What follows belongs to an exercise in optimizing a design on an open flow for small area, a short achievable clock period and few clock cycles per item; a production flow would make more cautious choices.
Where RTL was checked, it was by simulation tests only, not by an equivalence proof against the original.

## try-onyx
Design modular_exponentiation, start of the top module:
module modular_exponentiation (
    input  wire logic                  clk,
    input  wire logic                  rst_n,
    input  wire logic                  in_valid,
    output logic                       in_ready,
    input  wire mexp_pkg::word_t       message,
    output logic                       out_valid,
    input  wire logic                  out_ready,
    output mexp_pkg::word_t            power_result,
    input  wire logic                  cfg_valid,
    output logic                       cfg_ready,
    input  wire mexp_pkg::cfg_index_t  cfg_index,
    input  wire mexp_pkg::word_t       cfg_data
);
export LEC_CHECK = 0
export CAP_MARGIN = 20
export CORE_MARGIN = 2
export CORE_UTILIZATION = 40
export SETUP_SLACK_MARGIN = 3.5
export SLEW_MARGIN = 20
create_clock -name core_clock -period 6.5 [get_ports {clk}]
run.sh (not shown) runs the stock make flow with config.mk's settings and CLKGATE_MAP_FILE= SYNTH_SCRIPT=/design/flow/synth_recipe.tcl, a recipe that flattens the netlist after the stock synthesis.
## Diff of input files: try-sierra against try-onyx
Settings: swapping 40 for 65 in CORE_UTILIZATION.
[summary]
try-sierra was carried through to the last stage, and its layout satisfied the timing, design-rule and antenna checks.
try-sierra ends up with a number of ordinary inverters in the final layout that is about 0.55% higher than in try-onyx.
try-sierra vs try-onyx, endpoint of the worst setup timing path: in_ready vs mlq_reg[2]
Total area of multi-input combinational cells: try-sierra vs try-onyx down about 0.53%
On fraction of met1 tracks used by global routing, the higher figure sits with try-sierra, not try-onyx.
Changes in try-umber relative to try-sierra:
Settings: CORE_UTILIZATION: 65 -> 70; GPL_TIMING_DRIVEN: unset -> 1; SETUP_SLACK_MARGIN: 3.5 -> 4.5.
Findings:
Status(try-umber) = ERROR, stage = global routing
try-sierra -> try-umber: half-perimeter wire length after placement increased by a few percent
Re simple-gate share of the synthesized area: no difference whatsoever between try-sierra and try-umber.
Compared with try-sierra, in try-umber count of buffers inserted at the top-level ports stayed essentially flat, die height has decreased, number of buffers inserted during clock tree synthesis dropped 2.
Diff try-sierra -> try-umber: cell area after synthesis flat; initial cell density of the core up 5.4 points.
> inputs changed (try-umber -> try-tundra)
Settings: changing CORE_UTILIZATION from 70 to 40; removing SETUP_SLACK_MARGIN (formerly 4.5); removing GPL_TIMING_DRIVEN (formerly 1).
==> comparison <==
try-tundra finished end to end and its layout was clean on timing, DRC and antenna. try-umber: aborted in global routing (tool error). try-tundra vs. try-umber: post-cts gate resize count went down by 586. Setup slack at placement (lower): try-tundra. Compared with try-umber, try-tundra shows number of rows created at floorplan higher by about 32%.
Function was not checked in any run of this note: the RTL went through the layout flow alone.

Another version of the RTL of modular_exponentiation (not shown whole).
Size: ~2,500 cells after synthesis, ~350 flip-flops, roughly 110 I/O pins.
make LEC_CHECK=0 CAP_MARGIN=20 CORE_MARGIN=2 CORE_UTILIZATION=60 SETUP_SLACK_MARGIN=2.85 SLEW_MARGIN=20 finish   # period 6.5 ns
The first run ran to the end with no violations.
Testbench counts at the start, summed over its fixed seeds: cycles 210,240, items 192.
Edit:
ABC_AREA = 1   (was not set)
SETUP_SLACK_MARGIN = 3.0   (was 2.85)
What happened:
- The changed run completed without violations
- count of clock-buffer cells in the layout is lower by 4
- die area is higher by 5.5%
- cell area is higher by 5.4%
- routed wire length is higher by 18%
- non-clock buffer count is higher by 7
- worst setup slack improved by 0.17 ns
- sequential share of layout area is lower by 1.4 points
Edit:
ABC_AREA = not set   (was 1)
Result:
- The changed run finished clean
- hold slack improved by 0.0094 ns
- global-route usage decreases by 3.1 points
- final cell count is lower by about 22%
- clock skew increases by 0.0091 ns
- flip-flop and latch count is unchanged
- non-clock buffer count climbs by 23
- design area falls by about 2.8%
- first-iteration DRC count goes down by 26%
- wire length is lower by 13%
Edit:
SETUP_SLACK_MARGIN = 2.6   (was 3.0)
Effect:
- The new run went through all stages and came out clean
- synthesized area does not change
- utilization is lower by 2.8 points
- non-clock buffer count shrinks by 47
- clock-buffer cell count fell by 8
Edit:
SETUP_SLACK_MARGIN = 3.5   (was 2.6)
Effect: Global-route usage came out higher by 2.8 points; register-to-register slack improves by 0.12 ns; final area went up by 9.3%.

-- afterwards: timing with drivers on the ports --
The results above use ideal ports. As a check the final layouts listed here were re-extracted and re-timed, cells and wires unchanged.
Step 1 assumes that a clkbuf_16 drives the clock port and a buf_2 every other input.
Step 2 also shifts input and output timing later by t, the mid clock arrival at the registers, as if the neighbouring blocks saw the same clock.
a / b / c = no drivers / after step 1 / after step 2; a / b = the first two.
| run | shift t [ns] | slack for setup (ns) | hold WS [ns] | worst setup path at the end | worst slew at a driven data input, ns |
|---|---|---|---|---|---|
| try-onyx | 0.641 | 2.730 / 2.730 / 2.730 | 0.514 / 0.492 / 0.514 | register to register | 0.06 |
| try-sierra | 0.622 | 2.711 / 2.658 / 2.824 | 0.537 / 0.537 / 0.537 | register to register | 0.06 |
| try-tundra | 0.633 | 1.665 / 1.665 / 1.665 | 0.503 / 0.503 / 0.503 | register to register | 0.05 |
| the first run of note 2 | 0.636 | 2.836 / 2.836 / 2.836 | 0.497 / 0.497 / 0.497 | register to register | 0.05 |
| the second run of note 2 | 0.632 | 3.010 / 2.951 / 2.872 | 0.495 / 0.495 / 0.495 | input to register | 0.05 |
| the third run of note 2 | 0.621 | 2.875 / 2.850 / 2.875 | 0.505 / 0.505 / 0.505 | register to register | 0.04 |
| the fourth run of note 2 | 0.643 | 2.689 / 2.630 / 2.747 | 0.496 / 0.496 / 0.496 | register to register | 0.05 |
| the fifth run of note 2 | 0.630 | 2.856 / 2.794 / 2.869 | 0.510 / 0.510 / 0.510 | register to register | 0.05 |
After both steps every run listed still meets setup and hold. The setup slack of the second run of note 2, which loses most, moves by -0.059 ns with the drivers and by -0.138 ns with both steps.
